Background: an optimization exercise with open tools, aiming at small area. Do not read the settings as production practice.
The RTL was checked by simulation tests, not by an equivalence proof against the original design.
Power is estimated from default activity; no workload was simulated.

==> design.v <==
`default_nettype none
module of_ao22 (
  input  logic a0, b0, a1, b1,
  output logic y
);
  assign y = (a0 & b0) | (a1 & b1);
endmodule
module of_aoi222 (
  input  logic a0, b0, a1, b1, a2, b2,
  output logic y
);
  assign y = ~((a0 & b0) | (a1 & b1) | (a2 & b2));
endmodule
module of_nand4 (
  input  logic a, b, c, d,
  output logic y
);
  assign y = ~(a & b & c & d);
endmodule
module of_nand3 (
  input  logic a, b, c,
  output logic y
);
  assign y = ~(a & b & c);
endmodule
module of_or3 (
  input  logic a, b, c,
  output logic y
);
  assign y = a | b | c;
endmodule
module of_sel33 (
  input  logic [32:0] s,
  input  logic [32:0] d,
  output logic        y
);
  logic [10:0] w_g;
  logic [2:0]  w_h;
  genvar k;
  generate
    for (k = 0; k < 11; k++) begin : g_aoi
      of_aoi222 u_aoi (
        .a0(s[3*k]),   .b0(d[3*k]),
        .a1(s[3*k+1]), .b1(d[3*k+1]),
        .a2(s[3*k+2]), .b2(d[3*k+2]),
        .y(w_g[k])
      );
    end
  endgenerate
  of_nand4 u_n0 (.a(w_g[0]), .b(w_g[1]), .c(w_g[2]),  .d(w_g[3]), .y(w_h[0]));
  of_nand4 u_n1 (.a(w_g[4]), .b(w_g[5]), .c(w_g[6]),  .d(w_g[7]), .y(w_h[1]));
  of_nand3 u_n2 (.a(w_g[8]), .b(w_g[9]), .c(w_g[10]),             .y(w_h[2]));
  of_or3   u_o  (.a(w_h[0]), .b(w_h[1]), .c(w_h[2]), .y(y));
endmodule
module operand_fetch (
  input  logic        clk,
  input  logic        rst,
  input  logic [31:0] Instruction,
  input  logic        InValid,
  output logic        InReady,
  input  logic        WriteEnable,
  input  logic [4:0]  WriteAddr,
  input  logic [31:0] WriteData,
  output logic [31:0] DR1,
  output logic [31:0] DR2,
  output logic [2:0]  ALUControl,
  output logic [4:0]  DestReg,
  output logic        IllegalOp,
  output logic        OutValid,
  input  logic        OutReady,
  output logic [15:0] IssueCount
);
  logic        r_full;
  logic [31:0] r_regs [1:31];
  logic [31:0] r_dr1;
  logic [31:0] r_dr2;
  logic [2:0]  r_alu_ctrl;
  logic [4:0]  r_dest;
  logic        r_illegal;
  logic [15:0] r_issue_count;
  logic [4:0]  w_rs;
  logic [4:0]  w_rt;
  logic [4:0]  w_rd;
  logic [5:0]  w_funct;
  logic        w_unused;
  logic        w_load;       
  logic        w_hold;       
  logic [2:0]  w_alu_ctrl;
  logic        w_illegal;
  logic [15:0] w_count_inc;
  assign w_rs    = Instruction[25:21];
  assign w_rt    = Instruction[20:16];
  assign w_rd    = Instruction[15:11];
  assign w_funct = Instruction[5:0];
  assign w_unused = ^{Instruction[31:26], Instruction[10:6]};
  assign InReady = !r_full || OutReady;
  assign w_load  = !rst && InValid && InReady;
  assign w_hold  = !rst && !(InValid && InReady);
  always_ff @(posedge clk) begin
    r_full <= !rst && ((InValid && InReady) || (r_full && !OutReady));
  end
  logic [31:1] w_wsel;      
  logic [31:1] w_wr;        
  logic [31:1] w_keep;      
  logic [31:0] w_reg_nxt [1:31];
  genvar gi, gb;
  generate
    for (gi = 1; gi < 32; gi++) begin : g_row
      assign w_wsel[gi] = WriteEnable && (WriteAddr == gi);
      assign w_wr[gi]   = !rst && w_wsel[gi];
      assign w_keep[gi] = !rst && !w_wsel[gi];
      for (gb = 0; gb < 32; gb++) begin : g_bit
        of_ao22 u_mux (
          .a0(w_wr[gi]),   .b0(WriteData[gb]),
          .a1(w_keep[gi]), .b1(r_regs[gi][gb]),
          .y(w_reg_nxt[gi][gb])
        );
      end
      always_ff @(posedge clk) begin
        r_regs[gi] <= w_reg_nxt[gi];
      end
    end
  endgenerate
  logic [32:0] w_s1, w_s2;
  logic [31:0] w_n1, w_n2;
  generate
    for (gi = 1; gi < 32; gi++) begin : g_sel
      assign w_s1[gi] = w_load && (w_rs == gi) && !w_wsel[gi];
      assign w_s2[gi] = w_load && (w_rt == gi) && !w_wsel[gi];
    end
  endgenerate
  assign w_s1[0]  = w_load && WriteEnable && (WriteAddr == w_rs) && (w_rs != 5'd0);
  assign w_s2[0]  = w_load && WriteEnable && (WriteAddr == w_rt) && (w_rt != 5'd0);
  assign w_s1[32] = w_hold;
  assign w_s2[32] = w_hold;
  generate
    for (gb = 0; gb < 32; gb++) begin : g_rd
      logic [32:0] w_d1, w_d2;
      assign w_d1[0]  = WriteData[gb];
      assign w_d2[0]  = WriteData[gb];
      assign w_d1[32] = r_dr1[gb];
      assign w_d2[32] = r_dr2[gb];
      for (gi = 1; gi < 32; gi++) begin : g_col
        assign w_d1[gi] = r_regs[gi][gb];
        assign w_d2[gi] = r_regs[gi][gb];
      end
      of_sel33 u_sel1 (.s(w_s1), .d(w_d1), .y(w_n1[gb]));
      of_sel33 u_sel2 (.s(w_s2), .d(w_d2), .y(w_n2[gb]));
    end
  endgenerate
  always_comb begin
    w_alu_ctrl = 3'b000;
    w_illegal  = 1'b0;
    case (w_funct)
      6'h20:   w_alu_ctrl = 3'b001;
      6'h22:   w_alu_ctrl = 3'b010;
      6'h2A:   w_alu_ctrl = 3'b011;
      6'h24:   w_alu_ctrl = 3'b100;
      6'h25:   w_alu_ctrl = 3'b101;
      6'h26:   w_alu_ctrl = 3'b110;
      6'h27:   w_alu_ctrl = 3'b111;
      default: w_illegal  = 1'b1;
    endcase
  end
  assign w_count_inc = r_issue_count + 16'd1;
  always_ff @(posedge clk) begin
    r_dr1         <= w_n1;
    r_dr2         <= w_n2;
    r_alu_ctrl    <= ({3{w_load}} & w_alu_ctrl)  | ({3{w_hold}} & r_alu_ctrl);
    r_dest        <= ({5{w_load}} & w_rd)        | ({5{w_hold}} & r_dest);
    r_illegal     <= (w_load & w_illegal)        | (w_hold & r_illegal);
    r_issue_count <= ({16{w_load}} & w_count_inc) | ({16{w_hold}} & r_issue_count);
  end
  assign OutValid   = r_full;
  assign DR1        = r_dr1;
  assign DR2        = r_dr2;
  assign ALUControl = r_alu_ctrl;
  assign DestReg    = r_dest;
  assign IllegalOp  = r_illegal;
  assign IssueCount = r_issue_count;
endmodule
`default_nettype wire
==> run.sh <==
#!/bin/bash
# synth_recipe.tcl (not shown) runs the flow's synth.tcl, then flattens the netlist and writes it again
# the make line also repeats each setting of config.mk as NAME=value (left out here)
make -C /OpenROAD-flow-scripts/flow DESIGN_CONFIG=/design/flow/config.mk WORK_HOME=/design/flow/orfs CLKGATE_MAP_FILE= SYNTH_SCRIPT=/design/flow/synth_recipe.tcl finish
==> config.mk <==
export PLATFORM = sky130hd
export DESIGN_NAME = operand_fetch
export DESIGN_NICKNAME = operand_fetch
export VERILOG_FILES = /design/flow/design.v
export SDC_FILE = /design/flow/constraint.sdc
export NUM_CORES = 4
export LEC_CHECK = 0
export CAP_MARGIN = 20
export CORE_MARGIN = 2
export CORE_UTILIZATION = 40
export SLEW_MARGIN = 20
export SYNTH_HIERARCHICAL = 1
export SYNTH_MINIMUM_KEEP_SIZE = 0
==> constraint.sdc <==
create_clock -name core_clock -period 5.0 [get_ports {clk}]
set_input_delay 1.0000 -clock core_clock [delete_from_list [all_inputs] [get_ports {clk}]]
set_output_delay 1.0000 -clock core_clock [all_outputs]
set_load 0.01 [all_outputs]
==> impl_metrics.csv, run 1 <==
group,metric,value,unit
run_status,run_status,"finished clean",
setup_path,r2r_setup_slack,1680,ps
sta,fmax,238.0,MHz
yosys,synth_seq_cells,1082,
global_routing,grt_max_degree,47,
die,start_util,0.4037,
power,clockPowerShare,0.481,
clocking,clk_latency,730,ps
global_routing,met3_usage,0.1353,
sta,fin_worst_skew,60.66,ps
sta,slew_viol_final,0,
sta,slew_headroom,0.2174,
job,drv_cap,0,
setup_path,cp.arrival,4810,ps
hold_path,hp-class,"register to register",
place,place_congestion,0.9502,
yosys,async_flop_share,0,
sta,grt_setup_unrepaired,"no",
die,die_height,324.4,um
setup_path,crit_path_max_fanout,32,
drt,wirelength,198.5,mm
power,leakagePower,18.08,nW
setup_path,start_kind,"input port",
yosys,syn_inst,3429,
clocking,cts_tree,"built",
drt,vias,41513,
drt,antenna_left,0,
clocking,cts_hold_buf,0,
clocking,clock-sinks,1082,
drt,via_per_inst,7.803,
setup_path,end_kind,"register",
sta,tightestPinTransition,1171,ps
global_routing,grt_use_total,0.3557,
cells_and_area,drive_gt1_frac,0.1385,
clocking,cts-root-buf,"clkbuf_16",
setup_path,critical_path_class,"input port to register",
cells_and_area,final_cells,5320,
power,switchingPower,4.427,mW
drt,drt_iter0_drc,10001,
die,dieArea,0.1052,mm^2
cells_and_area,multi_input_area,0.01976,mm^2
global_routing,grt_pass1_vias,38662,
drt,drc,0,
drt,wl_per_cell,37.32,um
cells_and_area,layout.nets,3927,
sta,period_minus_slack,4202,ps
place,dpl.cell_count,5105,
sta,finalCritPeriodShare,0.8403,
clocking,post-cts-setup-buffers,0,
power,p_int,14.14,mW
yosys,synth.distinct_cells,44,
power,seq_power_share,0.471,
clocking,cts_made_buffers,112,
cells_and_area,nFillCells,9061,
yosys,ys_warn_count,10,
global_routing,gr-usage-met2,0.4876,
die,coreArea,0.1017,mm^2
global_routing,antenna_found_initial,11,
clocking,clock_path_buffers,3,
yosys,avgSynthCellArea,11.98,um^2
clocking,clk_pin_slew,60,ps
sta,tns,0,ps
yosys,netlist_area,0.04107,mm^2
die,num_io_pins,165,
yosys,syn_nets,3504,
power,ir_drop,0.2873,mV
place,port_buffers,153,
cells_and_area,seq_area,0.02166,mm^2
global_routing,grt_pass1_wl,278.7,mm
clocking,htreeDepth,3,
yosys,synth_edf_count,0,
power,power_density,368.5,mW/mm^2
global_routing,grt-ovfl-total,0,
yosys,yosysSeqAreaShare,0.5274,
yosys,ys.flop_type,"dfxtp_1",
cells_and_area,synthToLayoutAreaGrowth,22.67,%
place,dp_hpwl,112.4,mm
die,die_w,324.4,um
global_routing,grt_busiest_layer,"met2",
global_routing,met1_usage,0.4670,
power,switching_share,0.2385,
power,combPwrFrac,0.048,
sta,finalHoldViolCount,0,
drt,firstDrtPassIters,15,
setup_path,required,5610,ps
clocking,cts_resized,0,
sta,setup-violations-final,0,
die,rows,117,
## stage by stage
stage / cell area (um^2) / setup WS, ps / total power, mW / utilization / hold WS, ps
final: 50380 / 798.3 / 18.56 / 0.4952 / 450.5
after global routing: 50370 / 712.8 / 18.93 / 0.4951 / 476.1
after CTS: 50330 / 1109 / 18.53 / 0.4947 / 451.2
after detailed placement: 46380 / 383.6 / 9.759 / 0.4558 / 443.0
after global placement: 46360 / 402.1 / 9.754 / 0.4556 / 440.9
after floorplan: 41070 / 202.0 / 9.184 / - / 459.9
## Yosys cell counts, drive strengths merged, types with 6 or more instances
cell type | number | share of area
a22o | 992 | 0.21
or4 | 9 | 0.0016
nor2b | 6 | 0.00091
buf | 43 | 0.0074
a222oi | 704 | 0.17
a21oi | 19 | 0.0023
dfxtp | 1082 | 0.53
nand4 | 138 | 0.021
nand2b | 11 | 0.0017
nor3 | 94 | 0.011
nand2 | 33 | 0.0030
clkbuf | 20 | 0.0018
or3 | 66 | 0.010
o31ai | 8 | 0.0015
nor4 | 12 | 0.0018
nand3 | 78 | 0.010
nor2 | 71 | 0.0066
xnor2 | 9 | 0.0019
## routing by layer
layer	vias up	share of wire
li1	16711	-
met1	20125	0.37
met2	3887	0.39
met3	776	0.16
met4	14	0.072
met5	-	0.00055
## power by group through the flow
stage / clock (mW) / combinational [mW] / sequential, mW
2_1_floorplan: 0 / 0.264 / 8.92
3_3_place_gp: 0 / 0.825 / 8.93
3_5_place_dp: 0 / 0.829 / 8.93
4_1_cts: 8.96 / 0.831 / 8.74
5_1_grt: 9.30 / 0.886 / 8.74
6_report: 8.94 / 0.886 / 8.74
## layout make-up
class / count / area share
clock inverters: 45 / 0.01247
inverters: 5 / 0.0004222
clock buffers: 166 / 0.06601
multi-input cells: 2279 / 0.3922
diodes: 3 / 0.0001490
flip-flops and latches: 1082 / 0.4300
repair buffers: 372 / 0.06487
well taps: 1368 / 0.03397
## cells by family (layout without fill, tap and decap cells)
logic type / count (synthesis) / in the layout / share of synthesized area
AOI/OAI and AO/OA: 1730 / 1730 / 0.3881
DFF: 1082 / 1082 / 0.5274
and+or+nand+nor: 533 / 533 / 0.07120
buffers and inverters: 68 / 588 / 0.009718
xor gates and xnor gates: 14 / 14 / 0.002986
adders and majority gates: 1 / 1 / 0.0003046
muxes: 1 / 1 / 0.0002742
other: 0 / 3 / 0
## layout by cell type (no fill, tap or decap), drive strengths merged, types with 8 or more instances in the layout
| master | synthesis | layout |
|---|---|---|
| clkinv | 0 | 24 |
| nor2 | 71 | 71 |
| dfxtp | 1082 | 1082 |
| xnor2 | 9 | 9 |
| nor4 | 12 | 12 |
| buf | 43 | 220 |
| or4 | 9 | 9 |
| o31ai | 8 | 8 |
| clkdlybuf4s50 | 0 | 152 |
| inv | 5 | 11 |
| or3 | 66 | 66 |
| a21oi | 19 | 19 |
| nand4 | 138 | 138 |
| a222oi | 704 | 704 |
| a22o | 992 | 992 |
| nand2 | 33 | 33 |
| bufinv | 0 | 12 |
| nand3 | 78 | 78 |
| clkbuf | 20 | 166 |
| nor3 | 94 | 94 |
| nand2b | 11 | 11 |
## flip-flops by register name, summed over array words and instances, names as in the netlist
| name | cells |
|---|---|
| r_dr2 | 32 |
| r_illegal | 1 |
| r_full | 1 |
| r_alu_ctrl | 3 |
| r_dr1 | 32 |
| r_dest | 5 |
| r_regs | 992 |
| r_issue_count | 16 |
## modules after synthesis (local to each module, per instance), excerpt
module	cells	flip-flops and latches	cell area [um^2]
of_nand4	1	0	6.256
operand_fetch	1477	1082	23810
of_nand3	1	0	5.005
of_or3	1	0	6.256
of_aoi222	1	0	10.01
of_ao22	1	0	8.758
## worst paths after layout
kind,start,endpoint,cells past startpoint
worst max-delay path,WriteAddr[2],r_dr1[30]$_DFF_P_,9
worst min-delay path,r_alu_ctrl[2]$_DFF_P_,r_alu_ctrl[2]$_DFF_P_,2
worst max register to register,r_full$_DFF_P_,r_dr1[21]$_DFF_P_,9
worst min register to register,r_alu_ctrl[2]$_DFF_P_,r_alu_ctrl[2]$_DFF_P_,2
## critical path: stages
cell	delay, ps
clkdlybuf4s50_1	760
buf_4	250
nand2b_1	300
nor2_1	460
nor3_2	90
buf_4	350
a222oi_1	430
nand4_1	590
or3_1	560
==> run 2: changes to the inputs <==
--- a/design.v
+++ b/design.v
@@ -29,16 +29,22 @@
 );
   assign y = a | b | c;
 endmodule
-module of_sel33 (
-  input  logic [32:0] s,
-  input  logic [32:0] d,
+module of_aoi22 (
+  input  logic a0, b0, a1, b1,
+  output logic y
+);
+  assign y = ~((a0 & b0) | (a1 & b1));
+endmodule
+module of_sel32 (
+  input  logic [31:0] s,
+  input  logic [31:0] d,
   output logic        y
 );
   logic [10:0] w_g;
   logic [2:0]  w_h;
   genvar k;
   generate
-    for (k = 0; k < 11; k++) begin : g_aoi
+    for (k = 0; k < 10; k++) begin : g_aoi
       of_aoi222 u_aoi (
         .a0(s[3*k]),   .b0(d[3*k]),
         .a1(s[3*k+1]), .b1(d[3*k+1]),
@@ -47,6 +53,7 @@
       );
     end
   endgenerate
+  of_aoi22 u_aoi_l (.a0(s[30]), .b0(d[30]), .a1(s[31]), .b1(d[31]), .y(w_g[10]));
   of_nand4 u_n0 (.a(w_g[0]), .b(w_g[1]), .c(w_g[2]),  .d(w_g[3]), .y(w_h[0]));
   of_nand4 u_n1 (.a(w_g[4]), .b(w_g[5]), .c(w_g[6]),  .d(w_g[7]), .y(w_h[1]));
   of_nand3 u_n2 (.a(w_g[8]), .b(w_g[9]), .c(w_g[10]),             .y(w_h[2]));
@@ -121,31 +128,27 @@
       end
     end
   endgenerate
-  logic [32:0] w_s1, w_s2;
+  logic [31:0] w_s1, w_s2;
   logic [31:0] w_n1, w_n2;
   generate
     for (gi = 1; gi < 32; gi++) begin : g_sel
-      assign w_s1[gi] = w_load && (w_rs == gi) && !w_wsel[gi];
-      assign w_s2[gi] = w_load && (w_rt == gi) && !w_wsel[gi];
+      assign w_s1[gi] = w_load && (w_rs == gi);
+      assign w_s2[gi] = w_load && (w_rt == gi);
     end
   endgenerate
-  assign w_s1[0]  = w_load && WriteEnable && (WriteAddr == w_rs) && (w_rs != 5'd0);
-  assign w_s2[0]  = w_load && WriteEnable && (WriteAddr == w_rt) && (w_rt != 5'd0);
-  assign w_s1[32] = w_hold;
-  assign w_s2[32] = w_hold;
+  assign w_s1[0] = w_hold;
+  assign w_s2[0] = w_hold;
   generate
     for (gb = 0; gb < 32; gb++) begin : g_rd
-      logic [32:0] w_d1, w_d2;
-      assign w_d1[0]  = WriteData[gb];
-      assign w_d2[0]  = WriteData[gb];
-      assign w_d1[32] = r_dr1[gb];
-      assign w_d2[32] = r_dr2[gb];
+      logic [31:0] w_d1, w_d2;
+      assign w_d1[0] = r_dr1[gb];
+      assign w_d2[0] = r_dr2[gb];
       for (gi = 1; gi < 32; gi++) begin : g_col
-        assign w_d1[gi] = r_regs[gi][gb];
-        assign w_d2[gi] = r_regs[gi][gb];
+        assign w_d1[gi] = w_reg_nxt[gi][gb];
+        assign w_d2[gi] = w_reg_nxt[gi][gb];
       end
-      of_sel33 u_sel1 (.s(w_s1), .d(w_d1), .y(w_n1[gb]));
-      of_sel33 u_sel2 (.s(w_s2), .d(w_d2), .y(w_n2[gb]));
+      of_sel32 u_sel1 (.s(w_s1), .d(w_d1), .y(w_n1[gb]));
+      of_sel32 u_sel2 (.s(w_s2), .d(w_d2), .y(w_n2[gb]));
     end
   endgenerate
   always_comb begin
==> flow/run.sh (new file) <==
#!/bin/bash
# Standard layout with smaller port buffers and no CTS dummy loads.
set -e
cp "$FLOW_CONFIG" config.orig.mk
cat >> "$FLOW_CONFIG" <<'EOC'
export BUFFER_PORTS_ARGS = -buffer_cell sky130_fd_sc_hd__buf_1
export CTS_ARGS = -sink_clustering_enable -repair_clock_nets -dont_use_dummy_load -buf_list {sky130_fd_sc_hd__clkbuf_8} -sink_clustering_size 16 -sink_clustering_max_diameter 50
EOC

bash standard.sh finish > standard.log 2>&1
==> standard.sh (new file) <==
#!/bin/bash
# synth_recipe.tcl (not shown) runs the flow's synth.tcl, then flattens the netlist and writes it again
# the make line also repeats each setting of config.mk as NAME=value (left out here)
make -C /OpenROAD-flow-scripts/flow DESIGN_CONFIG=/design/flow/config.mk WORK_HOME=/design/flow/orfs CLKGATE_MAP_FILE= SYNTH_SCRIPT=/design/flow/synth_recipe.tcl "${@:-finish}"
--- a/config.mk
+++ b/config.mk
@@ -5,9 +5,11 @@
 export SDC_FILE = /design/flow/constraint.sdc
 export NUM_CORES = 4
 export LEC_CHECK = 0
-export CAP_MARGIN = 20
+export CAP_MARGIN = 10
 export CORE_MARGIN = 2
-export CORE_UTILIZATION = 40
-export SLEW_MARGIN = 20
+export CORE_UTILIZATION = 50
+export SLEW_MARGIN = 10
 export SYNTH_HIERARCHICAL = 1
 export SYNTH_MINIMUM_KEEP_SIZE = 0
+export BUFFER_PORTS_ARGS = -buffer_cell sky130_fd_sc_hd__buf_1
+export CTS_ARGS = -sink_clustering_enable -repair_clock_nets -dont_use_dummy_load -buf_list {sky130_fd_sc_hd__clkbuf_8} -sink_clustering_size 16 -sink_clustering_max_diameter 50
removed: run.sh
==> run 2 against run 1 <==
Synthesized cell count shrank 0.87%. Synthesized area shrank 0.34%. Power shrank 21%. Largest cell class unchanged. Largest power group is now sequential cells. Critical path depth shrank 1. Die area shrank 20%. Fmax grew 4.8%. Highest routed layer unchanged. Flip-flop and latch count is the same. Sequential share of layout area grew 3.5 points. Still clean on timing, DRC and antenna. Worst setup slack gained 190 ps. Utilization grew 8.1 points.
==> impl_metrics.csv, run 2 <==
group,metric,value,unit
yosys,synth.distinct_cells,39,
job,drv_cap,0,
hold_path,min_path_cells,3,
global_routing,grt_pass1_vias,40760,
clocking,cts_made_buffers,115,
yosys,avgSynthCellArea,12.04,um^2
cells_and_area,final_cell_mix,"dfxtp_1 (1082), a22o_1 (992), a222oi_1 (640), buf_4 (156), buf_1 (149)",
global_routing,grt_use_total,0.4553,
sta,tns,0,ps
yosys,synth_top_area_share,0.5292,
cells_and_area,final_cell_area,0.04658,mm^2
die,coreArea,0.08081,mm^2
cells_and_area,largest_reg_flops,992,
drt,vias,41356,
die,die_w,290.1,um
sta,holdWs,425.5,ps
drt,via_per_inst,8.527,
cells_and_area,synthToLayoutAreaGrowth,13.81,%
setup_path,critical_path_class,"input port to register",
cells_and_area,drive_gt1_frac,0.1275,
clocking,post-cts-setup-buffers,0,
yosys,yosys.area.top_type,"dfxtp_1",
cells_and_area,fin_util,0.5764,
yosys,synth_seq_cells,1082,
yosys,async_flop_share,0,
hold_path,holdPathEnd,"r_dest[4]$_DFF_P_",
global_routing,grt_max_degree,65,
cells_and_area,reg.largest.list,"r_regs: 992 flops, r_dr1: 32 flops, r_dr2: 32 flops",
power,ir_drop,0.2176,mV
die,start_util,0.5065,
place,port_buffers,153,
power,fin_total_pwr,14.58,mW
setup_path,rr_worst_depth,8,
die,rows,104,
cells_and_area,max_flop_register,"r_regs",
sta,slew_viol_final,0,
clocking,htreeDepth,3,
hold_path,hp-class,"input port to register",
yosys,synth_area_leaders,"dfxtp_1 (53%), a22o_1 (21%), a222oi_1 (16%), nand4_1 (2.1%), a22oi_2 (2.0%)",
die,num_io_pins,165,
sta,fin_worst_skew,72.16,ps
clocking,clock_path_buffers,3,
yosys,synth_edf_count,0,
yosys,syn_nets,3474,
drt,drc,0,
drt,drt_iter0_drc,9195,
sta,fmax,249.4,MHz
setup_path,r2r_end,"r_dr2[14]$_DFF_P_",
drt,wl_per_cell,41.59,um
cells_and_area,nFillCells,6658,
sta,grt_setup_unrepaired,"no",
yosys,yosysSeqAreaShare,0.5292,
yosys,ys_warn_count,10,
sta,finalHoldViolCount,0,
cells_and_area,layout.nets,3858,
sta,setup-violations-final,0,
die,dieArea,0.08416,mm^2
global_routing,grt_pass1_wl,283.7,mm
sta,finalCritPeriodShare,0.8018,
yosys,yosysMostFrequentCell,"dfxtp_1",
setup_path,regToRegStartpoint,"r_full$_DFF_P_",
clocking,clk_pin_slew,90,ps
setup_path,cp.arrival,4700,ps
clocking,cts_resized,0,
clocking,clock-sinks,1082,
hold_path,worstHoldStart,"Instruction[15]",
power,power_density,313.1,mW/mm^2
sta,tightestPinTransition,1365,ps
global_routing,grt-ovfl-total,0,
cells_and_area,final_common_cell,"dfxtp_1",
clocking,cts-root-buf,"clkbuf_8",
place,place_area,0.04492,mm^2
yosys,netlist_area,0.04093,mm^2
drt,firstDrtPassIters,11,
clocking,cts_tree,"built",
clocking,clk_latency,800,ps
setup_path,crit_start,"InValid",
yosys,ys_top_cells_by_count,"dfxtp_1 (1082), a22o_1 (992), a222oi_1 (640)",
clocking,cts_hold_buf,0,
power,leakagePower,16.27,nW
setup_path,end_kind,"register",
drt,antenna_left,0,
die,die_height,290.1,um
setup_path,required,5690,ps
yosys,syn_inst,3399,
sta,slew_headroom,0.08764,
drt,wirelength,201.7,mm
setup_path,r2r_setup_slack,1030,ps
place,place_congestion,0.8987,
yosys,ys.flop_type,"dfxtp_1",
setup_path,start_kind,"input port",
run_status,run_status,"finished clean",
sta,period_minus_slack,4009,ps
setup_path,crit_path_max_fanout,32,
global_routing,antenna_found_initial,15,
place,dp_hpwl,111.0,mm
==> run 2: cell types whose count changed in the layout (fill, tap and decap cells not counted), sizes merged, moves of 11 or more <==
cell,delta
a22oi,+64
clkdlybuf4s50,-152
clkbuf,-47
nor3,-78
buf,+98
clkinv,-24
nor4,-11
a222oi,-64
a21oi,+32
nor2,+33
bufinv,-12
==> run 2: power breakdown <==
part	switching [mW]	internal (mW)	total [mW]	leakage, nW
combinational	0.706	0.158	0.864	6.72
clock	2.99	2.03	5.02	0.827
sequential	0.0225	8.68	8.70	8.72
==> run 2: kinds of logic after synthesis <==
logic type | count (synthesis) | synth area share
AO/OA/AOI/OAI | 1761 | 0.3968
XOR/XNOR | 6 | 0.001284
adder cells (fa/ha/maj) | 1 | 0.0003056
buffers and inverters | 62 | 0.008834
flip-flops | 1082 | 0.5292
AND/OR/NAND/NOR | 487 | 0.06352
==> run 2: metal layers <==
metal | track usage | share of wire | wire, um | vias to the layer above
met3 | 0.1712 | 0.15 | 31180 | 1003
met2 | 0.6532 | 0.41 | 82010 | 4008
met5 | 0.007941 | 0.00041 | 83 | -
met1 | 0.5497 | 0.35 | 70230 | 20105
li1 | - | - | - | 16228
met4 | 0.3515 | 0.090 | 18220 | 12
==> run 2: cell type report <==
class / count / area [um^2] / share of cell area
Antenna cell: 9 / 22.52 / 0.0004835
Clock buffer: 115 / 1583 / 0.03398
Inverter: 7 / 26.28 / 0.0005641
Multi-Input combinational cell: 2255 / 19930 / 0.4279
Sequential cell: 1082 / 21660 / 0.4650
Tap cell: 1060 / 1326 / 0.02847
Timing Repair Buffer: 322 / 2028 / 0.04354
==> run 2: per-stage QoR <==
stage                     setup slack [ps]  instances
final                                990.9       4850
after global routing                 869.8       4847
after detailed placement             423.3       4724
after floorplan                      672.9       3399
after global placement               558.8       4724
after CTS                             1206       4839
==> run 2: worst max path at each step <==
stage / endpoint / slack, ps
after floorplan: r_dr2[0]$_DFF_P_ / 670
after global placement: r_dr2[12]$_DFF_P_ / 560
after detailed placement: r_dr1[12]$_DFF_P_ / 420
after CTS: r_dr1[12]$_DFF_P_ / 1210
after global routing: r_dr2[14]$_DFF_P_ / 870
final: r_dr2[14]$_DFF_P_ / 990
==> run 2: modules after synthesis, one instance, submodules excluded, a selection <==
| module | area (um^2) | copies in the design | flops+latches |
|---|---|---|---|
| of_ao22 | 8.758 | 992 | 0 |
| operand_fetch | 23510 | 1 | 1082 |
| of_aoi22 | 12.51 | 64 | 0 |
| of_nand3 | 5.005 | 64 | 0 |
| of_aoi222 | 10.01 | 640 | 0 |
| of_nand4 | 6.256 | 128 | 0 |
| of_or3 | 6.256 | 64 | 0 |
==> run 2: worst max-delay path, stage by stage <==
cell,delay (ps)
buf_1,260
inv_1,270
nor4b_1,640
nand2b_1,360
nor2_4,1060
a222oi_1,310
nand4_1,570
or3_1,210
==> run 3: changes to the inputs <==
--- a/design.v
+++ b/design.v
@@ -17,30 +17,30 @@
 );
   assign y = ~(a & b & c & d);
 endmodule
-module of_nand3 (
-  input  logic a, b, c,
-  output logic y
-);
-  assign y = ~(a & b & c);
-endmodule
 module of_or3 (
   input  logic a, b, c,
   output logic y
 );
   assign y = a | b | c;
 endmodule
-module of_aoi22 (
-  input  logic a0, b0, a1, b1,
-  output logic y
-);
-  assign y = ~((a0 & b0) | (a1 & b1));
+module of_last (
+  input  logic y8, y9, a0, b0, a1, b1,
+  output logic y
+);
+  assign y = ~(y8 & y9 & ~((a0 & b0) | (a1 & b1)));
+endmodule
+module of_nor2 (
+  input  logic a, b,
+  output logic y
+);
+  assign y = ~(a | b);
 endmodule
 module of_sel32 (
   input  logic [31:0] s,
   input  logic [31:0] d,
   output logic        y
 );
-  logic [10:0] w_g;
+  logic [9:0]  w_g;
   logic [2:0]  w_h;
   genvar k;
   generate
@@ -53,10 +53,10 @@
       );
     end
   endgenerate
-  of_aoi22 u_aoi_l (.a0(s[30]), .b0(d[30]), .a1(s[31]), .b1(d[31]), .y(w_g[10]));
   of_nand4 u_n0 (.a(w_g[0]), .b(w_g[1]), .c(w_g[2]),  .d(w_g[3]), .y(w_h[0]));
   of_nand4 u_n1 (.a(w_g[4]), .b(w_g[5]), .c(w_g[6]),  .d(w_g[7]), .y(w_h[1]));
-  of_nand3 u_n2 (.a(w_g[8]), .b(w_g[9]), .c(w_g[10]),             .y(w_h[2]));
+  of_last  u_n2 (.y8(w_g[8]), .y9(w_g[9]),
+                 .a0(s[30]), .b0(d[30]), .a1(s[31]), .b1(d[31]), .y(w_h[2]));
   of_or3   u_o  (.a(w_h[0]), .b(w_h[1]), .c(w_h[2]), .y(y));
 endmodule
 module operand_fetch (
@@ -106,20 +106,32 @@
   always_ff @(posedge clk) begin
     r_full <= !rst && ((InValid && InReady) || (r_full && !OutReady));
   end
-  logic [31:1] w_wsel;      
-  logic [31:1] w_wr;        
-  logic [31:1] w_keep;      
+  logic [3:0]  w_whi;       
+  logic [3:0]  w_nwhi;      
+  logic [7:0]  w_wlo;       
+  logic [7:0]  w_nwlo;
+  logic [1:0]  w_wr   [1:31];    
+  logic [1:0]  w_keep [1:31];    
   logic [31:0] w_reg_nxt [1:31];
-  genvar gi, gb;
-  generate
+  genvar gi, gb, gh;
+  generate
+    for (gi = 0; gi < 4; gi++) begin : g_whi
+      assign w_whi[gi]  = WriteEnable && (WriteAddr[4:3] == gi);
+      assign w_nwhi[gi] = !(w_whi[gi] && !rst);
+    end
+    for (gi = 0; gi < 8; gi++) begin : g_wlo
+      assign w_wlo[gi]  = (WriteAddr[2:0] == gi);
+      assign w_nwlo[gi] = !w_wlo[gi];
+    end
     for (gi = 1; gi < 32; gi++) begin : g_row
-      assign w_wsel[gi] = WriteEnable && (WriteAddr == gi);
-      assign w_wr[gi]   = !rst && w_wsel[gi];
-      assign w_keep[gi] = !rst && !w_wsel[gi];
+      for (gh = 0; gh < 2; gh++) begin : g_half
+        of_nor2  u_wr   (.a(w_nwhi[gi/8]), .b(w_nwlo[gi%8]), .y(w_wr[gi][gh]));
+        of_nor2  u_keep (.a(w_wr[gi][gh]), .b(rst), .y(w_keep[gi][gh]));
+      end
       for (gb = 0; gb < 32; gb++) begin : g_bit
         of_ao22 u_mux (
-          .a0(w_wr[gi]),   .b0(WriteData[gb]),
-          .a1(w_keep[gi]), .b1(r_regs[gi][gb]),
+          .a0(w_wr[gi][gb/16]),   .b0(WriteData[gb]),
+          .a1(w_keep[gi][gb/16]), .b1(r_regs[gi][gb]),
           .y(w_reg_nxt[gi][gb])
         );
       end
@@ -128,16 +140,30 @@
       end
     end
   endgenerate
-  logic [31:0] w_s1, w_s2;
+  logic [3:0]  w_nhi1, w_nhi2;   
+  logic [7:0]  w_nlo1, w_nlo2;   
+  logic [31:0] w_s1 [2], w_s2 [2];
   logic [31:0] w_n1, w_n2;
-  generate
-    for (gi = 1; gi < 32; gi++) begin : g_sel
-      assign w_s1[gi] = w_load && (w_rs == gi);
-      assign w_s2[gi] = w_load && (w_rt == gi);
-    end
-  endgenerate
-  assign w_s1[0] = w_hold;
-  assign w_s2[0] = w_hold;
+  logic        w_acc;
+  assign w_acc = InValid && InReady;
+  generate
+    for (gi = 0; gi < 4; gi++) begin : g_rhi
+      assign w_nhi1[gi] = !(w_load && (w_rs[4:3] == gi));
+      assign w_nhi2[gi] = !(w_load && (w_rt[4:3] == gi));
+    end
+    for (gi = 0; gi < 8; gi++) begin : g_rlo
+      assign w_nlo1[gi] = !(w_rs[2:0] == gi);
+      assign w_nlo2[gi] = !(w_rt[2:0] == gi);
+    end
+    for (gh = 0; gh < 2; gh++) begin : g_shalf
+      for (gi = 1; gi < 32; gi++) begin : g_sel
+        of_nor2 u_s1 (.a(w_nhi1[gi/8]), .b(w_nlo1[gi%8]), .y(w_s1[gh][gi]));
+        of_nor2 u_s2 (.a(w_nhi2[gi/8]), .b(w_nlo2[gi%8]), .y(w_s2[gh][gi]));
+      end
+      of_nor2 u_h1 (.a(rst), .b(w_acc), .y(w_s1[gh][0]));
+      of_nor2 u_h2 (.a(rst), .b(w_acc), .y(w_s2[gh][0]));
+    end
+  endgenerate
   generate
     for (gb = 0; gb < 32; gb++) begin : g_rd
       logic [31:0] w_d1, w_d2;
@@ -147,8 +173,8 @@
         assign w_d1[gi] = w_reg_nxt[gi][gb];
         assign w_d2[gi] = w_reg_nxt[gi][gb];
       end
-      of_sel32 u_sel1 (.s(w_s1), .d(w_d1), .y(w_n1[gb]));
-      of_sel32 u_sel2 (.s(w_s2), .d(w_d2), .y(w_n2[gb]));
+      of_sel32 u_sel1 (.s(w_s1[gb/16]), .d(w_d1), .y(w_n1[gb]));
+      of_sel32 u_sel2 (.s(w_s2[gb/16]), .d(w_d2), .y(w_n2[gb]));
     end
   endgenerate
   always_comb begin
--- a/config.mk
+++ b/config.mk
@@ -5,10 +5,11 @@
 export SDC_FILE = /design/flow/constraint.sdc
 export NUM_CORES = 4
 export LEC_CHECK = 0
-export CAP_MARGIN = 10
+export CAP_MARGIN = 15
 export CORE_MARGIN = 2
 export CORE_UTILIZATION = 50
-export SLEW_MARGIN = 10
+export GPL_TIMING_DRIVEN = 0
+export SLEW_MARGIN = 15
 export SYNTH_HIERARCHICAL = 1
 export SYNTH_MINIMUM_KEEP_SIZE = 0
 export BUFFER_PORTS_ARGS = -buffer_cell sky130_fd_sc_hd__buf_1
==> run 3 against run 2 <==
The layout now fails its checks (setup timing). Worst hold slack gained 40 ps. Register-to-register slack lost 1000 ps. Via count shrank 1.5%. Flip-flop and latch count is the same. Fmax shrank 24%. Sequential share of layout area grew 0.43 points. Clock skew shrank 4.4 ps. Synthesized cell count grew 2.2%. Non-clock buffer count shrank 61. Largest power group unchanged. Final cell count grew 0.99%. Power is essentially flat. Die area shrank 0.14%.
==> impl_metrics.csv, run 3 <==
group,metric,value,unit
cells_and_area,reg.largest.list,"r_regs: 992 flops, r_dr1: 32 flops, r_dr2: 32 flops",
power,leakagePower,16.16,nW
die,num_io_pins,165,
sta,grt_setup_unrepaired,"yes",
cells_and_area,max_flop_register,"r_regs",
sta,fmax,188.7,MHz
die,dieArea,0.08405,mm^2
setup_path,required,5660,ps
setup_path,critPathTopFamily,"simple AND/OR/NAND/NOR gates",
setup_path,end_kind,"register",
sta,finalHoldViolCount,0,
drt,firstDrtPassIters,13,
sta,period_minus_slack,5299,ps
hold_path,hp-class,"register to register",
power,switching_share,0.2528,
yosys,yosys.area.top_type,"dfxtp_1",
sta,setup-violations-final,24,
sta,tns,-3161,ps
yosys,synth_area_leaders,"dfxtp_1 (53%), a22o_1 (21%), a222oi_1 (16%), nor2_1 (2.5%), nand4_1 (2.1%)",
global_routing,grt_pass1_vias,37603,
die,rows,104,
power,clockPowerShare,0.347,
setup_path,cp.arrival,5960,ps
yosys,synth.distinct_cells,39,
setup_path,crit_chain,"buf_2, buf_12, buf_12, nand2b_1, nor2_1, nand2_2, nor2_2, nor2_2, a22o_1, a222oi_1, nand4_1, or3_1",
cells_and_area,synthToLayoutAreaGrowth,12.92,%
clocking,cts-root-buf,"clkbuf_8",
cells_and_area,drive_gt1_frac,0.1308,
drt,via_per_inst,8.321,
yosys,synth_top_area_share,0.5300,
run_status,so_faults,"setup timing",
sta,finalCritPeriodShare,1.060,
clocking,clk_pin_slew,80,ps
cells_and_area,final_cell_area,0.04615,mm^2
global_routing,grt_pass1_wl,266.7,mm
cells_and_area,largest_reg_flops,992,
drt,vias,40754,
yosys,netlist_area,0.04087,mm^2
clocking,cts_tree,"built",
setup_path,crit_path_max_fanout,19,
die,start_util,0.5066,
setup_path,start_kind,"input port",
drt,drc,0,
power,power_density,316.0,mW/mm^2
drt,wl_per_cell,38.61,um
yosys,yosysSeqAreaShare,0.5300,
sta,slew_headroom,0.08589,
yosys,synth_seq_cells,1082,
yosys,syn_inst,3475,
place,dpl_worst_slack,-1379,ps
power,seq_power_share,0.597,
job,drv_cap,0,
setup_path,critPathMaxStageDelay,1030,ps
yosys,syn_nets,3550,
sta,tightestPinTransition,1367,ps
drt,drt_iter0_drc,9125,
yosys,synth_edf_count,0,
die,die_w,289.9,um
power,switchingPower,3.687,mW
clocking,clock_path_buffers,3,
place,port_buffers,153,
global_routing,grt-ovfl-total,0,
clocking,clk_latency,790,ps
cells_and_area,layout.nets,3892,
cells_and_area,nFillCells,6782,
place,dp_hpwl,123.2,mm
yosys,async_flop_share,0,
power,ir_drop,0.2215,mV
drt,antenna_left,0,
yosys,ys_warn_count,14,
place,place_congestion,1.083,
clocking,clock-sinks,1082,
die,coreArea,0.08068,mm^2
setup_path,slowest_stage,"nor2_2",
drt,wirelength,189.1,mm
clocking,cts_hold_buf,0,
run_status,run_status,"finished with violations",
power,p_int,10.90,mW
power,fin_total_pwr,14.58,mW
power,combPwrFrac,0.057,
yosys,yosysMostFrequentCell,"dfxtp_1",
setup_path,cp_num_buf_inv,3,
yosys,ys.flop_type,"dfxtp_1",
sta,slew_viol_final,0,
place,place_area,0.04380,mm^2
cells_and_area,final_common_cell,"dfxtp_1",
yosys,ys_top_cells_by_count,"dfxtp_1 (1082), a22o_1 (992), a222oi_1 (640)",
clocking,cts_made_buffers,117,
setup_path,critical_path_class,"input port to register",
sta,fin_worst_skew,67.78,ps
sta,setup_slack,-299.1,ps
die,die_height,289.9,um
global_routing,antenna_found_initial,17,
global_routing,grt_use_total,0.4240,
yosys,avgSynthCellArea,11.76,um^2
cells_and_area,final_cell_mix,"dfxtp_1 (1082), a22o_1 (992), a222oi_1 (640), nor2_2 (199), nand4_1 (134)",
clocking,htreeDepth,3,
global_routing,grt_max_degree,32,
[run 3: cell count changes after synthesis, sizes merged, moves of 12 or more]
| cell | delta |
|---|---|
| nor2 | +164 |
| a21oi | -35 |
| clkbuf | -15 |
| nor3 | -14 |
| nand2 | -12 |
| nand2b | -12 |
[run 3: layout make-up]
class                   instances  area [um^2]  share of cell area
clock buffers                 117         1610             0.03489
inverters                       5        18.77           0.0004067
plain buffers                  38        266.5            0.005775
diodes                         23        57.56            0.001247
flip-flops and latches       1082        21660              0.4693
well taps                    1060         1326             0.02874
multi-input cells            2350        19660              0.4259
repair buffers                223         1554             0.03367
[run 3: logic make-up (layout without fill, tap and decap cells)]
kind of cell             Yosys count  after routing  share of synthesized area
flip-flops                      1082           1082                     0.5300
other                              0             23                          0
adder cells (fa/ha/maj)            1              1                  0.0003061
AND/OR/NAND/NOR                  616            616                    0.07574
AO/OA/AOI/OAI                   1725           1725                     0.3853
XOR/XNOR                           8              8                   0.001714
buffers and inverters             43            383                   0.006980
[run 3: worst paths after layout]
kind                                         from  depth (start not counted)                end  slack (ps)
worst max-delay path                          rst                         12   r_dr2[8]$_DFF_P_        -300
worst min-delay path            r_dest[4]$_DFF_P_                          2  r_dest[4]$_DFF_P_         470
worst max register to register     r_full$_DFF_P_                         10  r_dr2[26]$_DFF_P_          10
worst min register to register  r_dest[4]$_DFF_P_                          2  r_dest[4]$_DFF_P_         470
[run 3: what timing repair did]
item / CTS / global route
setup endpoints to repair: 64 / 61
setup buffers: 10 / 12
pin swaps: 2 / 8
gates cloned: 0 / 0
resized for setup: 23 / 19
[run 3: per-stage QoR]
| step | util | hold WS [ps] | instances |
|---|---|---|---|
| 6_report | 0.5721 | 465.0 | 4898 |
| 5_1_grt | 0.5718 | 473.0 | 4891 |
| 4_1_cts | 0.5653 | 442.2 | 4856 |
| 3_5_place_dp | 0.5429 | 456.8 | 4729 |
| 3_3_place_gp | 0.5302 | 447.8 | 4688 |
| 2_1_floorplan | - | 458.5 | 3475 |
[run 3: power by group through the flow]
stage                     sequential, mW  clock, mW  combinational, mW
after CTS                           8.70       5.06              0.755
after global routing                8.71       5.37              0.822
after global placement              8.90          0              0.662
after detailed placement            8.90          0              0.744
after floorplan                     8.90          0              0.260
final                               8.70       5.06              0.824
[run 3: layer usage]
layer,part of all wire,global-route usage
met2,0.42,0.6188
met3,0.15,0.1759
met5,0.0014,0.04311
met1,0.36,0.5347
met4,0.064,0.2115
[run 3: per-module statistics from Yosys (local to each module, per instance), a selection]
module	times used	cells	cell area (um^2)
of_ao22	992	1	8.758
of_aoi222	640	1	10.01
of_last	64	2	12.51
of_nand4	128	1	6.256
of_nor2	252	1	3.754
of_or3	64	1	6.256
operand_fetch	1	1271	22830
[run 3: worst register-to-register path, cell delays in order, from the launching register on]
cell      delay (ps)
dfxtp_1          320
nor2b_1          360
inv_1            220
nand2_1          330
buf_2            390
nor2_1           200
nand3b_1         740
nor2_1           550
a222oi_1         870
nand4_1          470
or3_1            490
==> run 4: changes to the inputs <==
--- a/config.mk
+++ b/config.mk
@@ -8,7 +8,6 @@
 export CAP_MARGIN = 15
 export CORE_MARGIN = 2
 export CORE_UTILIZATION = 50
-export GPL_TIMING_DRIVEN = 0
 export SLEW_MARGIN = 15
 export SYNTH_HIERARCHICAL = 1
 export SYNTH_MINIMUM_KEEP_SIZE = 0
==> run 4 against run 3 <==
Now clean on timing, DRC and antenna. Flip-flop and latch count unchanged. Worst setup slack improved by 1000 ps. Register-to-register slack improved by 700 ps. Clock skew increased by 14 ps. Synthesized cell count unchanged. Final area increased by 0.60%. Clock-buffer cell count decreased by 2. Non-clock buffer count increased by 170. Critical endpoint is now r_dr2[15]$_DFF_P_.
==> impl_metrics.csv, run 4 <==
group,metric,value,unit
die,dieArea,0.08405,mm^2
cells_and_area,max_flop_register,"r_regs",
clocking,clock_path_buffers,3,
drt,drc,0,
yosys,synth_xor_area_frac,0.001714,
yosys,netlist_area,0.04087,mm^2
yosys,synth_top_family_by_area,"compound AO/OA/AOI/OAI gates",
setup_path,crit_path_max_fanout,16,
drt,wl_per_cell,38.46,um
cells_and_area,final_cell_mix,"dfxtp_1 (1082), a22o_1 (992), a222oi_1 (640), buf_4 (271), nor2_1 (209)",
die,start_util,0.5066,
cells_and_area,drive_gt1_frac,0.1248,
yosys,ys_top_cells_by_count,"dfxtp_1 (1082), a22o_1 (992), a222oi_1 (640)",
yosys,synth_top_area_share,0.5300,
yosys,synthSimpleGateAreaFrac,0.07574,
setup_path,end_kind,"register",
clocking,cts_made_buffers,115,
yosys,synthAdderAreaFrac,0.0003061,
cells_and_area,final_common_cell,"dfxtp_1",
job,drv_cap,0,
drt,via_per_inst,8.175,
yosys,ys.flop_type,"dfxtp_1",
cells_and_area,seq_area,0.02166,mm^2
yosys,synth.distinct_cells,39,
place,dp_hpwl,126.6,mm
clocking,clk_pin_slew,90,ps
place,dpl_worst_slack,323.9,ps
clocking,cts_hold_buf,0,
global_routing,grt-ovfl-total,0,
clocking,cts_resized,0,
setup_path,critPathMaxStageDelay,930,ps
hold_path,holdPathEnd,"r_dest[4]$_DFF_P_",
setup_path,start_kind,"register",
sta,grt_setup_unrepaired,"no",
global_routing,grt_use_total,0.4336,
power,power_density,312.9,mW/mm^2
sta,finalCritPeriodShare,0.8588,
clocking,post-cts-setup-buffers,0,
sta,fin_worst_skew,82.01,ps
global_routing,grt_pass1_wl,271.5,mm
drt,firstDrtPassIters,14,
hold_path,min_path_cells,3,
die,die_height,289.9,um
sta,slew_headroom,0.1372,
hold_path,worstHoldStart,"Instruction[15]",
setup_path,critPathTopFamily,"simple AND/OR/NAND/NOR gates",
yosys,synth_area_leaders,"dfxtp_1 (53%), a22o_1 (21%), a222oi_1 (16%), nor2_1 (2.5%), nand4_1 (2.1%)",
drt,wirelength,194.1,mm
yosys,yosysMostFrequentCell,"dfxtp_1",
power,fin_total_pwr,14.53,mW
setup_path,slowest_stage,"nor2_1",
power,ir_drop,0.2410,mV
sta,period_minus_slack,4294,ps
yosys,yosys.area.top_type,"dfxtp_1",
drt,antenna_left,0,
setup_path,regToRegStartpoint,"r_full$_DFF_P_",
clocking,clk_latency,800,ps
sta,finalHoldViolCount,0,
global_routing,antenna_found_initial,17,
yosys,syn_nets,3550,
setup_path,crit_chain,"nor2b_1, inv_1, nand2_1, nor2_1, nand3_1, buf_4, nor2_1, a222oi_1, nand3_1, or3_1",
sta,tns,0,ps
setup_path,critical_path_class,"register to register",
global_routing,grt_max_degree,41,
yosys,synth_seq_cells,1082,
setup_path,cp.arrival,5020,ps
power,leakagePower,16.88,nW
sta,slew_viol_final,0,
die,die_w,289.9,um
clocking,htreeDepth,3,
clocking,cts_tree,"built",
sta,setup-violations-final,0,
setup_path,r2r_setup_slack,710,ps
yosys,ys_warn_count,14,
yosys,async_flop_share,0,
sta,setup_slack,705.9,ps
yosys,yosysSeqAreaShare,0.5300,
die,rows,104,
yosys,synth.mux.area_fraction,0,
clocking,cts-root-buf,"clkbuf_8",
global_routing,grt_pass1_vias,37763,
cells_and_area,reg.largest.list,"r_regs: 992 flops, r_dr1: 32 flops, r_dr2: 32 flops",
setup_path,required,5720,ps
cells_and_area,multi_input_area,0.01907,mm^2
cells_and_area,final_cells,5047,
cells_and_area,synthToLayoutAreaGrowth,13.60,%
setup_path,rr_worst_depth,10,
yosys,syn_inst,3475,
place,place_congestion,1.092,
clocking,clock-sinks,1082,
sta,fmax,232.9,MHz
drt,vias,41260,
drt,drt_iter0_drc,9664,
place,dpl.cell_count,4920,
setup_path,r2r_end,"r_dr2[15]$_DFF_P_",
sta,holdWs,431.0,ps
run_status,run_status,"finished clean",
sta,tightestPinTransition,1289,ps
yosys,avgSynthCellArea,11.76,um^2
cells_and_area,largest_reg_flops,992,
cells_and_area,layout.nets,4060,
yosys,synth_edf_count,0,
hold_path,hp-class,"input port to register",
yosys,synth-compound-area-share,0.3853,
cells_and_area,nFillCells,6786,
die,coreArea,0.08068,mm^2
place,port_buffers,153,
die,num_io_pins,165,
setup_path,cp_num_buf_inv,2,
run 4: how the worst max path moves through the flow:
stage,startpoint,endpoint,slack (ps),cells after the start
2_1_floorplan,rst,r_dr1[0]$_DFF_P_,1130,8
4_1_cts,r_full$_DFF_P_,r_dr2[0]$_DFF_P_,990,10
6_report,r_full$_DFF_P_,r_dr2[15]$_DFF_P_,710,10
3_3_place_gp,OutReady,r_dr2[15]$_DFF_P_,400,11
5_1_grt,r_full$_DFF_P_,r_dr2[15]$_DFF_P_,660,10
3_5_place_dp,OutReady,r_dr2[15]$_DFF_P_,320,11
run 4: layout make-up:
class | count | share of cell area
flip-flops and latches | 1082 | 0.4665
multi-input cells | 2350 | 0.4108
repair buffers | 431 | 0.05939
clock buffers | 115 | 0.03409
well taps | 1060 | 0.02857
inverters | 5 | 0.0004042
diodes | 4 | 0.0002156
run 4: worst register-to-register path: cells and delay by family, from the launching register on:
| kind | cells | cell delay (ps) |
|---|---|---|
| AOI/OAI and AO/OA | 1 | 390 |
| buffers and inverters | 2 | 580 |
| DFF | 1 | 310 |
| and+or+nand+nor | 7 | 2980 |
run 4: cell families after synthesis:
logic type / after synthesis
compound gates: 1725
flops: 1082
simple gates: 616
buf+inv: 43
xor+xnor: 8
fa+ha+maj: 1
run 4: per-module statistics from Yosys (local to each module, per instance), a selection:
module         cell area, um^2  cells inside
of_nand4                 6.256             1
of_aoi222                10.01             1
of_last                  12.51             2
of_or3                   6.256             1
of_nor2                  3.754             1
operand_fetch            22830          1271
of_ao22                  8.758             1
run 4: power breakdown:
group / internal [mW] / switching (mW) / leakage, nW
Combinational: 0.155 / 0.661 / 7.33
Sequential: 8.68 / 0.0234 / 8.72
Clock: 2.03 / 2.98 / 0.827
run 4: per-stage QoR:
stage	utilization	area, um^2
after CTS	0.5729	46220
after global placement	0.5529	44610
final	0.5755	46430
after detailed placement	0.5533	44640
after floorplan	-	40870
after global routing	0.5754	46420
run 4: routing by layer:
| metal | track usage | part of all wire |
|---|---|---|
| met3 | 0.1738 | 0.16 |
| met2 | 0.6132 | 0.41 |
| met1 | 0.5743 | 0.37 |
| met4 | 0.2086 | 0.058 |
| met5 | 0 | 0.0013 |
==> run 5: changes to the inputs <==
==> flow/run.sh (replaced) <==
#!/bin/bash
# Standard layout with smaller port buffers and no CTS dummy loads.
set -e
cp "$FLOW_CONFIG" config.orig.mk
cat >> "$FLOW_CONFIG" <<'EOC'
export BUFFER_PORTS_ARGS = -buffer_cell sky130_fd_sc_hd__buf_1
export CTS_ARGS = -sink_clustering_enable -repair_clock_nets -dont_use_dummy_load -buf_list {sky130_fd_sc_hd__clkbuf_4} -sink_clustering_size 8 -sink_clustering_max_diameter 40
EOC

bash standard.sh finish > standard.log 2>&1
==> config.mk (replaced) <==
export PLATFORM = sky130hd
export DESIGN_NAME = operand_fetch
export DESIGN_NICKNAME = operand_fetch
export VERILOG_FILES = /design/flow/design.v
export SDC_FILE = /design/flow/constraint.sdc
export NUM_CORES = 4
export LEC_CHECK = 0
export CAP_MARGIN = 15
export CORE_MARGIN = 2
export CORE_UTILIZATION = 58
export GPL_TIMING_DRIVEN = 0
export SLEW_MARGIN = 15
export SYNTH_HIERARCHICAL = 1
export SYNTH_MINIMUM_KEEP_SIZE = 0
export BUFFER_PORTS_ARGS = -buffer_cell sky130_fd_sc_hd__buf_1
export CTS_ARGS = -sink_clustering_enable -repair_clock_nets -dont_use_dummy_load -buf_list {sky130_fd_sc_hd__clkbuf_4} -sink_clustering_size 8 -sink_clustering_max_diameter 40
==> run 5 against run 4 <==
The layout now fails its checks (setup timing). Synthesized area stayed put. Clock-buffer cell count is 47 higher. Combinational power is 5.3% lower. First-iteration DRC count is 7.5% higher. Final area is 2.8% lower. Final cell count is 5.1% lower. Die area is 14% lower. Critical endpoint is now r_dr2[30]$_DFF_P_. Flip-flop and latch count stayed put. Largest power group unchanged. Critical path type is now input port to register.
==> impl_metrics.csv, run 5 <==
group,metric,value,unit
clocking,cts-root-buf,"clkbuf_4",
drt,via_per_inst,8.570,
setup_path,regToRegStartpoint,"r_full$_DFF_P_",
clocking,cts_tree,"built",
power,ir_drop,0.1901,mV
global_routing,grt_max_degree,32,
power,clockPowerShare,0.317,
yosys,synth.distinct_cells,39,
yosys,ys.flop_type,"dfxtp_1",
drt,vias,41049,
setup_path,critPathTopFamily,"simple AND/OR/NAND/NOR gates",
sta,finalCritPeriodShare,1.068,
drt,antenna_left,0,
setup_path,crit_start,"rst",
cells_and_area,final_common_cell,"dfxtp_1",
setup_path,start_kind,"input port",
die,rows,97,
sta,slew_viol_final,0,
setup_path,crit_path_max_fanout,22,
yosys,netlist_area,0.04087,mm^2
setup_path,critical_path_class,"input port to register",
sta,finalHoldViolCount,0,
global_routing,grt_use_total,0.4669,
setup_path,worst_path_most_repeated_cell,"nor2_2",
clocking,clk_latency,1080,ps
run_status,so_faults,"setup timing",
cells_and_area,seq_area,0.02166,mm^2
global_routing,grt_pass1_wl,256.9,mm
power,power_density,307.3,mW/mm^2
clocking,clk_pin_slew,90,ps
drt,wirelength,179.0,mm
cells_and_area,layout.nets,3911,
yosys,async_flop_share,0,
cells_and_area,max_flop_register,"r_regs",
drt,drc,0,
sta,setup_slack,-339.0,ps
sta,period_minus_slack,5339,ps
global_routing,antenna_found_initial,18,
drt,firstDrtPassIters,14,
run_status,run_status,"finished with violations",
yosys,syn_nets,3550,
sta,setup-violations-final,31,
power,switching_share,0.2571,
die,start_util,0.5847,
setup_path,crit_chain,"buf_2, buf_12, buf_16, nand2b_1, or3b_2, nor2_2, nor2_2, a22o_1, a222oi_1, nand4_1, or3_1",
yosys,synth_area_leaders,"dfxtp_1 (53%), a22o_1 (21%), a222oi_1 (16%), nor2_1 (2.5%), nand4_1 (2.1%)",
yosys,yosysMostFrequentCell,"dfxtp_1",
global_routing,grt_pass1_vias,38323,
place,place_congestion,1.010,
place,dpl_worst_slack,-1894,ps
global_routing,grt-ovfl-total,0,
power,switchingPower,3.564,mW
yosys,ys_warn_count,14,
drt,wl_per_cell,37.36,um
power,fin_total_pwr,13.86,mW
place,dp_hpwl,114.5,mm
cells_and_area,largest_reg_flops,992,
die,die_w,269.5,um
die,die_height,269.5,um
die,dieArea,0.07261,mm^2
yosys,yosysSeqAreaShare,0.5300,
cells_and_area,fin_util,0.6452,
clocking,cts_made_buffers,162,
sta,grt_setup_unrepaired,"yes",
job,drv_cap,0,
cells_and_area,nFillCells,5536,
setup_path,required,5940,ps
yosys,ys_top_cells_by_count,"dfxtp_1 (1082), a22o_1 (992), a222oi_1 (640)",
cells_and_area,synthToLayoutAreaGrowth,10.36,%
hold_path,worstHoldStart,"Instruction[11]",
hold_path,hp-class,"input port to register",
cells_and_area,final_cell_mix,"dfxtp_1 (1082), a22o_1 (992), a222oi_1 (640), nor2_2 (211), clkbuf_4 (162)",
yosys,yosys.area.top_type,"dfxtp_1",
die,num_io_pins,165,
cells_and_area,multi_input_area,0.01952,mm^2
die,coreArea,0.06991,mm^2
yosys,synth_seq_cells,1082,
drt,drt_iter0_drc,10386,
power,combPwrFrac,0.056,
sta,fmax,187.3,MHz
power,seq_power_share,0.627,
setup_path,cp_num_buf_inv,3,
clocking,htreeDepth,4,
clocking,clock-sinks,1082,
yosys,syn_inst,3475,
setup_path,slowest_stage,"or3b_2",
power,leakagePower,15.87,nW
sta,slew_headroom,0.06067,
setup_path,critPathMaxStageDelay,830,ps
setup_path,cp.arrival,6280,ps
sta,tightestPinTransition,1404,ps
sta,tns,-4006,ps
cells_and_area,drive_gt1_frac,0.1320,
sta,fin_worst_skew,91.58,ps
setup_path,end_kind,"register",
clocking,clock_path_buffers,3,
yosys,synth_edf_count,0,
power,p_int,10.30,mW
yosys,avgSynthCellArea,11.76,um^2
place,port_buffers,153,
yosys,synth_top_area_share,0.5300,
cells_and_area,reg.largest.list,"r_regs: 992 flops, r_dr1: 32 flops, r_dr2: 32 flops",
run 5: changes by cell type in the layout (fill, tap and decap cells not counted), sizes merged:
cell / previous run / this run
buf: 398 / 231
clkbuf: 148 / 166
diode: 4 / 16
run 5: per-stage QoR:
step	cell area, um^2	hold WS, ps	std cells
6_report	45110	164.2	4790
5_1_grt	45100	120.3	4787
4_1_cts	44710	97.24	4763
3_5_place_dp	43390	448.0	4597
3_3_place_gp	42620	441.3	4568
2_1_floorplan	40870	458.5	3475
run 5: cells by family (layout without fill, tap and decap cells):
group | after synthesis | in the layout | share of synthesized area
buf+inv | 43 | 402 | 0.006980
compound gates | 1725 | 1725 | 0.3853
xor+xnor | 8 | 8 | 0.001714
flops | 1082 | 1082 | 0.5300
fa+ha+maj | 1 | 1 | 0.0003061
simple gates | 616 | 616 | 0.07574
other cells | 0 | 16 | 0
run 5: timing repair:
item	4_1_cts	5_1_grt
buffers inserted	4	0
hold buffers	0	0
endpoints found under the setup margin	64	21
pin swaps	1	0
gates resized for setup	28	4
run 5: final timing paths:
check | end | slack [ps] | cells after the start
worst max-delay path | r_dr2[30]$_DFF_P_ | -340 | 11
worst min-delay path | r_dest[0]$_DFF_P_ | 160 | 3
worst min register to register | r_dest[3]$_DFF_P_ | 460 | 2
worst max register to register | r_dr2[30]$_DFF_P_ | 60 | 11
run 5: metal layers:
metal / global-route usage / routed length (um) / up-vias
li1: - / - / 16506
met3: 0.1371 / 27350 / 820
met2: 0.6834 / 75090 / 4011
met5: 0.001316 / 90 / -
met1: 0.5971 / 61380 / 19698
met4: 0.3140 / 15040 / 14
run 5: worst min-delay path, delay by kind of cell:
kind                   cells  cell delay (ps)
AOI/OAI and AO/OA          1               50
buffers and inverters      1               70
and+or+nand+nor            1               50
run 5: power groups by stage:
stage / Clock, mW / Sequential, mW / Combinational, mW
floorplan: 0 / 8.90 / 0.260
global placement: 0 / 8.90 / 0.630
detailed placement: 0 / 8.90 / 0.695
CTS: 4.40 / 8.70 / 0.702
global route: 4.74 / 8.71 / 0.769
finish: 4.39 / 8.70 / 0.773
run 5: modules after synthesis, one instance, submodules excluded, excerpt:
module         copies in the design  flops+latches
of_ao22                         992              0
of_last                          64              0
of_aoi222                       640              0
of_nor2                         252              0
operand_fetch                     1           1082
of_nand4                        128              0
of_or3                           64              0
run 5: layout make-up:
cell class | count | share of cell area
sequential | 1082 | 0.4802
clock buffer | 162 | 0.02696
inverter | 5 | 0.0004161
tap | 940 | 0.02607
antenna | 16 | 0.0008876
multi-input combinational | 2350 | 0.4327
timing repair buffer | 197 | 0.02688
buffer | 38 | 0.005908
==> run 6: changes to the inputs <==
--- a/design.v
+++ b/design.v
@@ -28,6 +28,12 @@
   output logic y
 );
   assign y = ~(y8 & y9 & ~((a0 & b0) | (a1 & b1)));
+endmodule
+module of_aoi21 (
+  input  logic a0, a1, b,
+  output logic y
+);
+  assign y = ~((a0 & a1) | b);
 endmodule
 module of_nor2 (
   input  logic a, b,
@@ -126,7 +132,7 @@
     for (gi = 1; gi < 32; gi++) begin : g_row
       for (gh = 0; gh < 2; gh++) begin : g_half
         of_nor2  u_wr   (.a(w_nwhi[gi/8]), .b(w_nwlo[gi%8]), .y(w_wr[gi][gh]));
-        of_nor2  u_keep (.a(w_wr[gi][gh]), .b(rst), .y(w_keep[gi][gh]));
+        of_aoi21 u_keep (.a0(w_whi[gi/8]), .a1(w_wlo[gi%8]), .b(rst), .y(w_keep[gi][gh]));
       end
       for (gb = 0; gb < 32; gb++) begin : g_bit
         of_ao22 u_mux (
--- a/flow/run.sh
+++ b/flow/run.sh
@@ -3,6 +3,7 @@
 set -e
 cp "$FLOW_CONFIG" config.orig.mk
 cat >> "$FLOW_CONFIG" <<'EOC'
+export DONT_USE_CELLS += sky130_fd_sc_hd__buf_8 sky130_fd_sc_hd__buf_12 sky130_fd_sc_hd__buf_16 sky130_fd_sc_hd__bufbuf_8 sky130_fd_sc_hd__bufbuf_16
 export BUFFER_PORTS_ARGS = -buffer_cell sky130_fd_sc_hd__buf_1
 export CTS_ARGS = -sink_clustering_enable -repair_clock_nets -dont_use_dummy_load -buf_list {sky130_fd_sc_hd__clkbuf_4} -sink_clustering_size 8 -sink_clustering_max_diameter 40
 EOC
--- a/config.mk
+++ b/config.mk
@@ -7,10 +7,11 @@
 export LEC_CHECK = 0
 export CAP_MARGIN = 15
 export CORE_MARGIN = 2
-export CORE_UTILIZATION = 58
+export CORE_UTILIZATION = 52
 export GPL_TIMING_DRIVEN = 0
 export SLEW_MARGIN = 15
 export SYNTH_HIERARCHICAL = 1
 export SYNTH_MINIMUM_KEEP_SIZE = 0
+export DONT_USE_CELLS += sky130_fd_sc_hd__buf_8 sky130_fd_sc_hd__buf_12 sky130_fd_sc_hd__buf_16 sky130_fd_sc_hd__bufbuf_8 sky130_fd_sc_hd__bufbuf_16
 export BUFFER_PORTS_ARGS = -buffer_cell sky130_fd_sc_hd__buf_1
 export CTS_ARGS = -sink_clustering_enable -repair_clock_nets -dont_use_dummy_load -buf_list {sky130_fd_sc_hd__clkbuf_4} -sink_clustering_size 8 -sink_clustering_max_diameter 40
==> run 6 against run 5 <==
The run now finishes clean. Flip-flop and latch count is the same. Clock-buffer cell count rose by 3. Die area is 12% higher. Critical path depth is 2 lower. Power about the same. Critical path type unchanged. Highest routed layer unchanged.
==> impl_metrics.csv, run 6 <==
group,metric,value,unit
run_status,run_status,"finished clean",
sta,setup-violations-final,0,
sta,grt_setup_unrepaired,"no",
hold_path,hp-class,"input port to register",
yosys,synth.distinct_cells,37,
setup_path,r2r_end,"r_dr1[12]$_DFF_P_",
setup_path,crit_path_max_fanout,30,
setup_path,crit_chain,"buf_2, buf_6, clkbuf_1, nor2_1, nand3b_1, nor2_2, a222oi_1, nand4_1, or3_1",
clocking,post-cts-setup-buffers,0,
sta,fmax,207.9,MHz
sta,finalCritPeriodShare,0.9620,
clocking,cts_made_buffers,165,
die,dieArea,0.08150,mm^2
cells_and_area,fin_util,0.5718,
drt,via_per_inst,8.293,
place,dpl_worst_slack,-715.0,ps
yosys,yosys.area.top_type,"dfxtp_1",
yosys,ys.flop_type,"dfxtp_1",
cells_and_area,final_cell_area,0.04502,mm^2
sta,slew_viol_final,0,
cells_and_area,multi_input_area,0.01969,mm^2
clocking,cts_hold_buf,0,
hold_path,holdPathEnd,"r_dest[0]$_DFF_P_",
cells_and_area,reg.largest.list,"r_regs: 992 flops, r_dr1: 32 flops, r_dr2: 32 flops",
yosys,synth_seq_cells,1082,
power,leakagePower,15.75,nW
place,place_area,0.04361,mm^2
setup_path,regToRegStartpoint,"r_full$_DFF_P_",
sta,tns,0,ps
job,drv_cap,0,
yosys,syn_nets,3564,
yosys,synth_area_leaders,"dfxtp_1 (53%), a22o_1 (21%), a222oi_1 (16%), nand4_1 (2.0%), nor2_1 (1.9%)",
cells_and_area,final_cell_mix,"dfxtp_1 (1082), a22o_1 (992), a222oi_1 (640), nor2_2 (186), clkbuf_4 (166)",
die,coreArea,0.07874,mm^2
hold_path,min_path_cells,3,
global_routing,grt_pass1_wl,255.1,mm
cells_and_area,layout.nets,3899,
die,num_io_pins,165,
yosys,synth_top_area_share,0.5257,
die,start_util,0.5233,
power,fin_total_pwr,13.87,mW
setup_path,required,5890,ps
place,dpl.cell_count,4706,
sta,setup_slack,189.8,ps
drt,antenna_left,0,
die,die_w,285.5,um
drt,wl_per_cell,35.68,um
setup_path,slowest_stage,"nand3b_1",
setup_path,start_kind,"input port",
yosys,netlist_area,0.04120,mm^2
clocking,clk_latency,1060,ps
cells_and_area,nFillCells,6760,
power,power_density,308.0,mW/mm^2
drt,drt_iter0_drc,8920,
setup_path,critical_path_class,"input port to register",
global_routing,grt_max_degree,32,
drt,firstDrtPassIters,12,
clocking,cts_resized,0,
setup_path,critPathTopFamily,"simple AND/OR/NAND/NOR gates",
setup_path,rr_worst_depth,10,
yosys,avgSynthCellArea,11.81,um^2
clocking,htreeDepth,4,
clocking,cts_tree,"built",
power,ir_drop,0.2445,mV
yosys,ys_warn_count,14,
yosys,ys_top_cells_by_count,"dfxtp_1 (1082), a22o_1 (992), a222oi_1 (640)",
cells_and_area,final_common_cell,"dfxtp_1",
clocking,clk_pin_slew,90,ps
sta,slew_headroom,0.1303,
yosys,yosysMostFrequentCell,"dfxtp_1",
die,die_height,285.5,um
-- run 6: cell count changes after synthesis, sizes merged, moves of 3 or more --
cell	previous run	this run
nor2	268	204
nor2b	2	5
inv	5	13
o21ai	4	7
nand3	74	78
nand2	27	30
a21oi	16	81
-- run 6: final cells by class --
type	count	area share
Timing Repair Buffer	168	0.01728
Buffer	39	0.005975
Clock buffer	165	0.02751
Inverter	13	0.001084
Tap cell	1050	0.02918
Antenna cell	9	0.0005002
Multi-Input combinational cell	2355	0.4374
Sequential cell	1082	0.4811
-- run 6: modules after synthesis, one instance, submodules excluded, a selection --
module	flops+latches	area, um^2	times used
of_last	0	12.51	64
of_aoi21	0	8.758	62
of_nand4	0	6.256	128
of_nor2	0	3.754	190
of_or3	0	6.256	64
operand_fetch	1082	22850	1
-- run 6: layer usage --
metal,wire length (um),GRT usage
met5,35,0
met4,16360,0.3288
met3,19960,0.07775
met2,75060,0.6109
met1,62750,0.5198
-- run 6: report_power, final --
group | switching [mW] | internal, mW | leakage (nW)
registers | 0.0228 | 8.67 | 8.72
clock network | 2.92 | 1.51 | 0.759
logic | 0.628 | 0.115 | 6.27
total | 3.57 | 10.3 | 15.8
-- run 6: how the worst max path moves through the flow --
stage	from	end	slack, ps	cells past startpoint
finish	rst	r_dr1[12]$_DFF_P_	190	9
global route	rst	r_dr1[31]$_DFF_P_	290	10
CTS	rst	r_dr1[14]$_DFF_P_	340	9
detailed placement	rst	r_dr1[14]$_DFF_P_	-720	9
global placement	rst	r_dr1[12]$_DFF_P_	-3060	8
floorplan	WriteEnable	r_dr1[0]$_DFF_P_	1300	7
-- run 6: logic make-up after synthesis --
logic type	Yosys count	share of synthesized area
xor+xnor	6	0.001275
buf+inv	52	0.007713
mux	1	0.0002733
compound gates	1790	0.3955
flops	1082	0.5257
simple gates	557	0.06927
fa+ha+maj	1	0.0003036
-- run 6: worst min-delay path: cells and delay by family --
family,cells,cell delay [ps]
buf+inv,1,70
compound gates,1,50
simple gates,1,50

Re-timed with assumed drivers on the ports (clkbuf_16 on the clock, buf_2 on other inputs), run 6 has 0.220 ns of setup slack against 0.190 ns with ideal ports, and -0.856 ns once port delays also move by the mid clock arrival of 1.076 ns.
